Context: an optimization exercise on an open-source flow, tuned for small area and a short achievable clock period. The choices shown serve that exercise and are no tape-out recipe.
Only simulation tests tie the RTL to the original design; equivalence was not proved.
The clock port is modelled as an ideal driver; clocking choices that lean on that would not hold on a real chip.
Power and IR drop assume default switching activity.

v6:
## exu_top
module exu_top (
    input  logic        clk,
    input  logic        arst_n,
    input  logic        in_valid,
    input  logic [3:0]  in_aluop,
    input  logic [2:0]  in_bcuop,
    input  logic [63:0] in_op1,
    input  logic [63:0] in_op2,
    input  logic [63:0] in_pc,
    input  logic [63:0] in_offset,
    input  logic [1:0]  in_opsel,
    input  logic        in_word,
    input  logic        in_shift_word,
    output logic        out_valid,
    output logic [63:0] out_result,
    output logic [63:0] out_dnpc,
    output logic        out_jump,
    output logic [63:0] out_mdata
);
Size in the first run: roughly 5100 cells after synthesis, roughly 460 I/O pins, about 0.028 mm² of cells after synthesis.
clock: 11.0 ns
lec_check: 0
abc_area: 1
cap_margin: 30
core_margin: 2
core_utilization: 50
setup_slack_margin: 5
slew_margin: 30
tns_end_percent: 20
standard.sh (not shown) runs the stock make flow with config.mk's settings and CLKGATE_MAP_FILE= SYNTH_SCRIPT=/design/flow/synth_recipe.tcl, a recipe that flattens the netlist after the stock synthesis.
==> flow/flow/run.sh <==
#!/bin/bash
# The standard layout (standard.sh) with these changes to how the layout
# is made; the design, clock period and constraints are unchanged:
#  - the port buffers are the smallest plain buffer (buf_1) instead of the
#    default delay buffer;
#  - synthesis leaves adders to abc as plain gates (ADDER_MAP_FILE empty: no
#    full/half-adder cells, which are slow); registers are untouched;
#  - timing repair up to clock tree synthesis aims for 6 ns of setup slack;
#    after global routing only the electrical repair (slew, capacitance)
#    runs, with no further timing repair (margin 0).
# make's output goes to standard_*.log; ORFS keeps each step's log under
# orfs/logs/.
set -euo pipefail
export BUFFER_PORTS_ARGS="-buffer_cell sky130_fd_sc_hd__buf_1"
bash standard.sh ADDER_MAP_FILE= SETUP_SLACK_MARGIN=6 4_1_cts > standard_cts.log 2>&1
bash standard.sh ADDER_MAP_FILE= SETUP_SLACK_MARGIN=0 finish > standard_finish.log 2>&1
Both conditions hold for v6: the flow ran to the end and the final layout passed the timing, design-rule and antenna checks.
The following lists how v7 was set up differently from v6:
Settings: SLEW_MARGIN now 20, was 30; CORE_UTILIZATION now 60, was 50; CAP_MARGIN now 20, was 30.
Findings:
- v7 vs v6 on core utilization: v7 is the higher one.
- On netlist area before placement, v6 tracks v7 almost exactly.
- Lower count of clock-net buffers in the final layout among v7 and v6: v7
- Slew at the pin closest to its max-slew limit in v7 vs v6: up 140 ps
- Against v6, v7 comes in 1.9% lower on first-pass GRT wire length.
- Taking v6 as the reference point, the all-layer global routing usage of v7 rises by 8.4 points.
- Final total power (higher): v7
- v7: proportion of total power due to net switching lower than v6


== job 6528 ==
exu_top, a different RTL version from the one above (not shown whole).
Size in the first run: roughly 4100 cells after synthesis, about 190 flip-flops, ~460 I/O pins, ~26000 um2 of cells after synthesis.
// exu_top
module exu_top (
    input  logic        clk,
    input  logic        arst_n,
    input  logic        in_valid,
    input  logic [3:0]  in_aluop,
    input  logic [2:0]  in_bcuop,
    input  logic [63:0] in_op1,
    input  logic [63:0] in_op2,
    input  logic [63:0] in_pc,
    input  logic [63:0] in_offset,
    input  logic [1:0]  in_opsel,
    input  logic        in_word,
    input  logic        in_shift_word,
    output logic        out_valid,
    output logic [63:0] out_result,
    output logic [63:0] out_dnpc,
    output logic        out_jump,
    output logic [63:0] out_mdata
);
clock: 11.0 ns
lec_check: 0
abc_area: 1
cap_margin: 20
core_margin: 2
core_utilization: 45
setup_slack_margin: 5
slew_margin: 20
tns_end_percent: 20
==> flow/flow/run.sh <==
#!/bin/bash
# The standard layout (the standard.sh, standard synthesis unchanged),
# with the port buffers made from the smallest plain buffer instead of the
# default delay buffer. Settings come from config.mk via config.mk.
set -euo pipefail
export BUFFER_PORTS_ARGS="-buffer_cell sky130_fd_sc_hd__buf_1"
bash standard.sh > standard.log 2>&1
Job 6528 has completed all stages; timing, DRC and antenna checks passed.
Modified inputs, job 3861 compared to job 6528
==> flow/flow/run.sh <==
#!/bin/bash
# The standard layout (standard.sh) with three changes to how the layout
# is made; the design, clock period and constraints are unchanged:
#  - the port buffers are the smallest plain buffer (buf_1) instead of the
#    default delay buffer;
#  - synthesis leaves adders to abc as plain gates (ADDER_MAP_FILE empty: no
#    full/half-adder cells, which are slow); registers are untouched;
#  - timing repair aims for 6 ns of setup slack instead of config.mk's 5.
# All of make's output goes to standard.log; ORFS keeps each step's log under
# orfs/logs/.
set -euo pipefail
export BUFFER_PORTS_ARGS="-buffer_cell sky130_fd_sc_hd__buf_1"
bash standard.sh ADDER_MAP_FILE= SETUP_SLACK_MARGIN=6 finish > standard.log 2>&1
==> run notes <==
No crash in job 3861: every stage finished, but the layout fails its final checks due to max-capacitance violations, max-slew violations.
Against job 6528, job 3861 reports a average instance area after synthesis that is lower.
Relative to job 6528, antenna diode instance count has decreased by 1 in job 3861.
Against job 6528, area after synthesis in job 3861 rose by a little under 10%.
When the final numbers for job 3861 and job 6528 were put side by side, the total power divided by cell area turned out to be smaller in job 3861.
Job 6528 has higher sequential share of layout area than job 3861.
Job 3861: net switching power figure is 10% higher than what job 6528 reported.
Filler cell count (lower): job 6528

port drivers added, routing unchanged:
No port has a modelled driver above. Below, the same layouts with a new extraction and two added sets of constraints. Step 1: set_driving_cell puts a clkbuf_16 on clk and a buf_2 on each other input, an assumption about the parent block. Step 2 adds t to the input delays and takes it off the output delays; t is the mean of the earliest and latest rising clock arrival at the registers after step 1. Input paths then give back, and output paths get back, about the clock's delay inside the block. Slacks: ideal ports / drivers / drivers and shift; pairs: ideal ports / drivers.
run | t (ns) | slack for setup (ns) | worst data-port slew with drivers (ns) | cell pins on the clock port's net
v6 | 0.601 | 5.604 / 5.567 / 4.967 | 0.11 | 1
v7 | 0.600 | 5.536 / 5.484 / 4.884 | 0.11 | 1
job 6528 | 0.595 | 4.956 / 4.995 / 4.400 | 0.14 | 1
job 3861 | 0.587 | 5.848 / 5.849 / 5.262 | 0.12 | 1
For v7, which loses most, drivers alone change the setup slack by -0.052 ns; drivers and shift together by -0.652 ns.
